Source: an optimization exercise on an open RTL-to-GDS flow (aim: small area, a short achievable clock period and few clock cycles per item). Production flows keep margins and buffers that such runs may drop.
The RTL was checked by simulation tests, not by an equivalence proof against the original design.
Power is estimated from default activity; no workload was simulated.

File: design/flow/run.sh
#!/bin/bash
# synth_recipe.tcl (not shown) runs the flow's synth.tcl, then flattens the netlist and writes it again
# the make line also repeats each setting of config.mk as NAME=value (left out here)
make -C /OpenROAD-flow-scripts/flow DESIGN_CONFIG=/design/flow/config.mk WORK_HOME=/design/flow/orfs CLKGATE_MAP_FILE= SYNTH_SCRIPT=/design/flow/synth_recipe.tcl finish
File: design/flow/config.mk
export PLATFORM = sky130hd
export DESIGN_NAME = ex_muldiv_unit
export DESIGN_NICKNAME = ex_muldiv_unit
export VERILOG_FILES = /design/flow/design.v
export SDC_FILE = /design/flow/constraint.sdc
export NUM_CORES = 4
export LEC_CHECK = 0
export CAP_MARGIN = 20
export CORE_MARGIN = 2
export CORE_UTILIZATION = 40
export PLACE_DENSITY = 0.6
export SLEW_MARGIN = 20
File: design/flow/constraint.sdc
create_clock -name core_clock -period 6.0 [get_ports {clk}]
set_input_delay 1.2000 -clock core_clock [delete_from_list [all_inputs] [get_ports {clk}]]
set_output_delay 1.2000 -clock core_clock [all_outputs]
set_load 0.01 [all_outputs]
File: design/flow/design.v
module ex_muldiv_unit (
   input  logic        clk,
   input  logic        resetN,
   input  logic        startIn,
   input  logic [2:0]  func3,
   input  logic [31:0] reg1Value,
   input  logic [31:0] reg2Value,
   input  logic [4:0]  rd,
   input  logic        killIn,
   input  logic        stallIn,
   output logic        busyOut,
   output logic        doneOut,
   output logic [31:0] resultOut,
   output logic [4:0]  rdOut
);
   localparam logic [1:0] S_MUL = 2'd0, S_DPREP = 2'd1, S_DIV = 2'd2, S_FIX = 2'd3;
   logic [1:0]  state;
   logic [2:0]  op;
   logic [32:0] M;       
   logic [32:0] B;       
   logic [63:0] acc;     
   logic [4:0]  cnt;     
   logic        negq, negr;
   assign resultOut = acc[31:0];
   function automatic logic [32:0] neg33(input logic [32:0] x);
      neg33[0] = x[0];
      for (int i = 1; i < 33; i++)
         neg33[i] = x[i] ^ (|(x & ((33'd1 << i) - 33'd1)));
   endfunction
   function automatic logic [5:0] blen(input logic [31:0] x);
      logic [31:0] y;
      logic [4:0]  p;
      y = x;
      p[4] = |y[31:16]; if (p[4]) y[15:0] = y[31:16];
      p[3] = |y[15:8];  if (p[3]) y[7:0]  = y[15:8];
      p[2] = |y[7:4];   if (p[2]) y[3:0]  = y[7:4];
      p[1] = |y[3:2];   if (p[1]) y[1:0]  = y[3:2];
      p[0] = y[1];
      blen = (x == '0) ? 6'd0 : {1'b0, p} + 6'd1;
   endfunction
   function automatic logic [4:0] topdig(input logic [32:0] x);
      logic [34:0] w;
      w = {x[32], x, 1'b0};
      topdig = 5'd0;
      for (int i = 1; i < 17; i++)
         if (w[2*i +: 3] != 3'b000 && w[2*i +: 3] != 3'b111)
            topdig = 5'(i);
   endfunction
   logic        s1, s2, sgn1, sgn2;
   logic [32:0] a_ext, b_ext, na, nb;
   logic [4:0]  t1, t2;
   logic        swap;
   logic [32:0] mLoad, bLoad;
   logic        isSpecial;
   logic [31:0] specVal;
   always_comb begin
      s1 = (func3 != 3'd3) && (func3 != 3'd5) && (func3 != 3'd7);
      s2 = (func3 == 3'd0) || (func3 == 3'd1) || (func3 == 3'd4) || (func3 == 3'd6);
      sgn1 = s1 & reg1Value[31];
      sgn2 = s2 & reg2Value[31];
      a_ext = {sgn1, reg1Value};
      b_ext = {sgn2, reg2Value};
      na = neg33(a_ext);
      nb = neg33(b_ext);
      t1 = topdig(a_ext);
      t2 = topdig(b_ext);
      swap = t1 < t2;
      if (func3[2]) begin
         mLoad = sgn1 ? na : a_ext;
         bLoad = sgn2 ? nb : b_ext;
      end else begin
         mLoad = swap ? b_ext : a_ext;
         bLoad = swap ? a_ext : b_ext;
      end
      isSpecial = 1'b0;
      specVal   = '0;
      if (func3[2]) begin
         if (reg2Value == '0) begin
            isSpecial = 1'b1;
            specVal   = func3[1] ? reg1Value : '1;
         end else if (!func3[0] && reg2Value == '1 && reg1Value == 32'h8000_0000) begin
            isSpecial = 1'b1;
            specVal   = func3[1] ? '0 : reg1Value;
         end
      end
   end
   logic [36:0] Bw;
   logic [4:0]  win;
   logic        nLo, tLo, zLo, nHi, tHi, zHi;
   logic [34:0] ppLo, ppHi;
   logic [38:0] lowSum;
   logic [26:0] up, upInc, upDec, upNext;
   logic [63:0] mulNext;
   logic [32:0] diff;
   logic        ge;
   logic [31:0] remNext, quoNext;
   logic [5:0]  la, lb, sh;
   logic [32:0] negOut;
   always_comb begin
      Bw      = {{3{B[32]}}, B, 1'b0};
      win     = Bw[{cnt[3:0], 2'b00} +: 5];
      nLo     = win[2] & ~(win[1] & win[0]);
      tLo     = (win[2:0] == 3'b011) || (win[2:0] == 3'b100);
      zLo     = (win[2:0] == 3'b000) || (win[2:0] == 3'b111);
      nHi     = win[4] & ~(win[3] & win[2]);
      tHi     = (win[4:2] == 3'b011) || (win[4:2] == 3'b100);
      zHi     = (win[4:2] == 3'b000) || (win[4:2] == 3'b111);
      ppLo    = zLo ? '0 : ((tLo ? {M[32], M, 1'b0} : {{2{M[32]}}, M}) ^ {35{nLo}});
      ppHi    = zHi ? '0 : ((tHi ? {M[32], M, 1'b0} : {{2{M[32]}}, M}) ^ {35{nHi}});
      lowSum  = {2'b00, acc[32:0], 1'b0, nHi & ~zHi, 1'b0, nLo & ~zLo}
              + {{2{ppHi[34]}}, ppHi, 2'b00} + {{4{ppLo[34]}}, ppLo};
      up      = acc[59:33];
      for (int i = 0; i < 27; i++) begin
         upInc[i] = up[i] ^ (&(up | ~((27'd1 << i) - 27'd1)));
         upDec[i] = up[i] ^ ~(|(up & ((27'd1 << i) - 27'd1)));
      end
      upNext  = (lowSum[38:37] == 2'b01) ? upInc : (lowSum[38:37] == 2'b11) ? upDec : up;
      mulNext = {upNext, lowSum[36:0]};
      diff    = {1'b0, M[31:0]} - {1'b0, B[31:0]};
      ge      = !diff[32];
      remNext = ge ? diff[31:0] : M[31:0];
      quoNext = {acc[30:0], ge};
      la      = blen(M[31:0]);
      lb      = blen(B[31:0]);
      sh      = la - lb;
      negOut  = neg33({1'b0, acc[31:0]});
   end
   logic [4:0] MUL_START;
   assign MUL_START = (swap ? t1 : t2) >> 1;
   always_ff @(posedge clk) begin
      if (!resetN) begin
         busyOut <= 1'b0;
         doneOut <= 1'b0;
      end else if (killIn) begin
         busyOut <= 1'b0;
         doneOut <= 1'b0;
      end else if (!busyOut && !doneOut) begin
         if (startIn) begin
            op    <= func3;
            rdOut <= rd;
            M     <= mLoad;
            B     <= bLoad;
            acc   <= {32'd0, specVal};
            negq  <= sgn1 ^ sgn2;
            negr  <= sgn1;
            cnt   <= MUL_START;
            if (isSpecial) begin
               doneOut <= 1'b1;
            end else begin
               busyOut <= 1'b1;
               state   <= func3[2] ? S_DPREP : S_MUL;
            end
         end
      end else if (doneOut) begin
         if (!stallIn) doneOut <= 1'b0;
      end else begin
         case (state)
            S_MUL: begin
               acc <= mulNext;
               cnt <= cnt - 5'd1;
               if (cnt == 5'd0) begin
                  busyOut <= 1'b0;
                  doneOut <= 1'b1;
                  if (op[1:0] != 2'd0) acc[31:0] <= mulNext[63:32];
               end
            end
            S_DPREP: begin
               B[31:0] <= B[31:0] << sh[4:0];
               cnt     <= sh[4:0];
               if (la < lb) begin
                  acc[31:0] <= op[1] ? M[31:0] : 32'd0;
                  if (op[1] && negr) begin
                     state <= S_FIX;
                  end else begin
                     busyOut <= 1'b0;
                     doneOut <= 1'b1;
                  end
               end else begin
                  acc[31:0] <= '0;
                  state     <= S_DIV;
               end
            end
            S_DIV: begin
               M[31:0]   <= remNext;
               acc[31:0] <= quoNext;
               B[31:0]   <= B[31:0] >> 1;
               cnt       <= cnt - 5'd1;
               if (cnt == 5'd0) begin
                  if (op[1]) acc[31:0] <= remNext;
                  if (op[1] ? negr : negq) begin
                     state <= S_FIX;
                  end else begin
                     busyOut <= 1'b0;
                     doneOut <= 1'b1;
                  end
               end
            end
            default: begin  
               busyOut   <= 1'b0;
               doneOut   <= 1'b1;
               acc[31:0] <= negOut[31:0];
            end
         endcase
      end
   end
endmodule
==> key figures <==
Outcome
  – Outcome: complete, but fails checks
  – Violated Checks: negative setup slack

Place
  – Placed standard-cell area: between 20,000 and 30,000 sq um
  – Number of port buffers: between 100 and 150
  – Hpwl dp: 93,100 um
  – GP Congestion: 1.07
  – Placed Instances: roughly 4k

Setup path
  – WP data required: 6.20 ns
  – R2R setup slack: -0.15 ns
  – Worst-path fanout max: 9
  – Worst path most repeated cell: buf_6
  – CP Data Arrival Time: 6.34 ns
  – Slowest stage cell, crit path: fa_1
  – Startpoint Class: flip-flop
  – Kind of critical path: reg2reg
  – RR Endpoint: resultOut[17]
  – Critical path endpoint category: flip-flop
  – Slowest stage delay, CP: 0.57 ns
  – Cell Chain, Critical Path: buf_6 > mux4_2 > mux2i_4 > o21ai_4 > buf_6 > buf_16 > buf_6 > xor2_1 > a221o_1 > fa_1 > ha_4 > a211oi_4 > o21ai_1 > a221o_1 > o2bb2ai_4 > or4_4 > buf_6 > a2111oi_4 > o211ai_2 > xor2_2 > o221a_1 > o22ai_2
  – Worst reg2reg path startpoint: cnt[0]
  – R2R cell count: 22

Global routing
  – Vias in the first global route: 24.9k
  – Initial antenna violation count: 3
  – First-pass GRT wire length: ~170,000 um
  – Largest net degree at the start of global routing: 58
  – Gr usage total: 40.8%
  – GRT overflow: 0

Layout
  – Finished Cell Area: about 30,000 sq um
  – Multi-input gate area: ~18,000 sq um
  – Post-Layout Cell Count: about 4.1k
  – Final #Nets: around 3.6k
  – Share of cells above drive strength 1: 27.1%
  – Seq. cell area: 4300 sq um
  – Area grow syn2layout: 36.5%
  – Final-layout fill cell count: ~5.2k

Clock network
  – Clock root buffer: clkbuf_16
  – CTS Hold Buffers Added: 0
  – Clock-pin slew on the worst setup and hold paths: about 0.07 ns
  – Later-pin clock latency in the skew report: about 0.46 ns
  – Clock sink count: 144
  – TritonCTS buffer count: 17
  – Deepest clock path buffer count: 2
  – H-tree depth: 4
  – Clock tree from TritonCTS: done

Floorplan
  – Die width: 240 um
  – FP Rows: 86
  – Die area: 57,600 sq um
  – Starting Density: 40.4%
  – CORE AREA: 55,100 sq um
  – Die H: between 200 and 250 um
  – I/O pin total: 116

Logic synthesis
  – Post-synth top area cell: edfxtp_1
  – Synth Instances: around 3k
  – Main synth FF type: edfxtp_1
  – Synth async-reset ratio: 0%
  – Syn nets: around 3.2k
  – Yosys reg bits: roughly 140
  – Seq/Total Area, Yosys: between 10% and 20%
  – Synthesized area per cell: between 7 and 8 sq um
  – Commonest cells in the netlist: nand2_1, nor2_1, a21oi_1, o21ai_0, clkbuf_1
  – Number of enable flip-flop cells after synthesis: 142
  – Post-Syn Area: about 22,000 sq um
  – Synth cell types: between 100 and 150
  – Yosys warnings: 1
  – Yosys top cell area share: 19.1%
  – Most numerous cell in the Yosys netlist: nand2_1
  – Top post-synthesis cells by area: edfxtp_1, ha_1, a21oi_1

STA
  – Tmin final: 6.15 ns
  – Endpoints failing setup: 14
  – Setup TNS: -0.844 ns
  – Clock Skews: roughly 0.012 ns
  – Final Cycle Share: 102%
  – Worst hold slack: about 0.61 ns
  – Fin. Hold Viols: 0
  – Max-Slew Margin vs Limit: 19.0%
  – Slew @ Worst Pin: 1.20 ns
  – Fin. max-slew vios: 0
  – Max frequency: roughly 0.16 GHz
  – RSZ-0062 raised after global routing: true
  – Slack of the critical path: -0.145 ns

Routing
  – Vias/cell: about 6.6
  – Drt drc: 0
  – DRT Pass-1 Iters: 6
  – Total Wirelength: 122,000 um
  – Detailed-route wire length per cell: roughly 30 um
  – DR vias: roughly 27k
  – 1st-iter DRT viols: just under 4k
  – Antenna-violating nets left: 0

Min path
  – Hold Path End: busyOut
  – Min-Delay Path Depth: 2
  – Beginning of the worst hold path: busyOut
  – Min-Delay Path Class: reg2reg

Power
  – Pleak: approximately 12 nW
  – Worst VDD drop: just under 0.2 mV
  – Ratio of total power to cell area: ~280 nW/um^2

Run
  – Max cap viols: 0
[worst max-delay path by stage]
stage,slack [ns],from,to,cells after the start
3_3_place_gp,-0.83,cnt[0],resultOut[12],21
6_report,-0.15,cnt[0],resultOut[17],22
3_5_place_dp,-0.89,cnt[0],resultOut[17],22
2_1_floorplan,0.06,cnt[0],resultOut[12],22
5_1_grt,-0.29,cnt[0],resultOut[17],23
4_1_cts,-0.11,cnt[0],resultOut[17],24
[cell usage in the layout (no fill, tap or decap), drive strengths merged, types with 37 or more instances in the layout]
cell type	count
xor2	126
nor3	86
fa	37
edfxtp	142
o21ai	250
nor2	283
a22oi	42
inv	126
xnor2	85
buf	569
ha	110
nand3	61
a221o	44
clkdlybuf4s50	115
a211oi	48
nand2	296
a21oi	259
mux2i	87
[registers in the layout, indices dropped and copies added, names as in the netlist]
signal / cells
negq: 1
resultOut: 32
op: 2
cnt: 5
acc: 28
M: 33
doneOut: 1
B: 33
negr: 1
rdOut: 5
busyOut: 1
state: 2
[cells by family after synthesis]
| kind of cell | count (synthesis) | share of synthesized area [%] |
|---|---|---|
| xor+xnor | 211 | 8.30 |
| fa+ha+maj | 147 | 9.50 |
| simple gates | 939 | 19.7 |
| mux | 115 | 6.44 |
| flops | 144 | 19.3 |
| buf+inv | 397 | 7.53 |
| compound gates | 987 | 29.2 |
[worst max-delay path, delay by kind of cell (launching register included)]
kind / cells / cell delay [ns]
fa+ha+maj: 2 / 0.80
compound gates: 10 / 2.24
buf+inv: 5 / 0.76
xor+xnor: 2 / 0.32
simple gates: 1 / 0.56
flops: 1 / 0.40
mux: 2 / 0.80
[repair_timing]
item / 4_1_cts / 5_1_grt
gates cloned: 6 / 3
buffers inserted: 27 / 46
endpoints found under the setup margin: 77 / 84
resized for setup: 156 / 249
pin swaps: 58 / 128
endpoints found under the hold margin: 0 / 0
[power breakdown]
group / switching [W] / internal [W] / total [W]
combinational: 0.00334 / 0.00261 / 0.00595
sequential: 0.0000678 / 0.00118 / 0.00125
clock: 0.000541 / 0.000636 / 0.00118
total: 0.00395 / 0.00443 / 0.00838
[final cells by class]
| class | count | area share, % |
|---|---|---|
| multi-input cells | 2400 | 59.4 |
| repair buffers | 688 | 19.8 |
| flip-flops and latches | 144 | 14.2 |
| well taps | 748 | 3.08 |
| inverters | 118 | 1.47 |
| clock buffers | 17 | 1.40 |
| clock inverters | 15 | 0.622 |
| diodes | 2 | 0.0165 |
[metrics by stage]
step | utilization (%) | setup slack, ns | power, W
CTS | 52.3 | -0.111 | 0.00748
floorplan | - | 0.0594 | 0.00368
global placement | 49.4 | -0.832 | 0.00596
detailed placement | 49.4 | -0.892 | 0.00597
finish | 55.2 | -0.145 | 0.00838
global route | 55.2 | -0.290 | 0.00866
[layer usage]
| metal | share of wire, % | track usage (%) | routed length, um | vias up |
|---|---|---|---|---|
| met5 | 0.020 | 0 | 24 | - |
| met4 | 5.0 | 17.6 | 6100 | 4 |
| met3 | 13 | 10.4 | 15600 | 346 |
| met2 | 41 | 57.7 | 49500 | 1972 |
| met1 | 42 | 58.1 | 50500 | 13300 |
| li1 | - | - | - | 11800 |
Testbench counts, summed over its fixed seeds: cycles 20,820, items 3,200.

==> what the ideal ports hide <==
The results above use ideal ports. As a check the final layout listed here was re-extracted and re-timed, cells and wires unchanged. Step 1, drivers: a clkbuf_16 drives clk and a buf_2 each remaining input, both assumed. Step 2 also shifts input and output timing later by t, the mid clock arrival at the registers, as if the neighbouring blocks saw the same clock. Three values: no drivers, after step 1, after step 2; two values: the first two.
shift t [ns]: 0.506
slack for setup (ns): -0.145 / -0.145 / -0.145
worst setup path at the end: register to register
clock arrival spread, ns: 0.011 / 0.012
worst register clock-pin slew, ns: 0.08 / 0.08
The setup slack of this run moves by 0.000 ns with the drivers and by 0.000 ns with both steps.
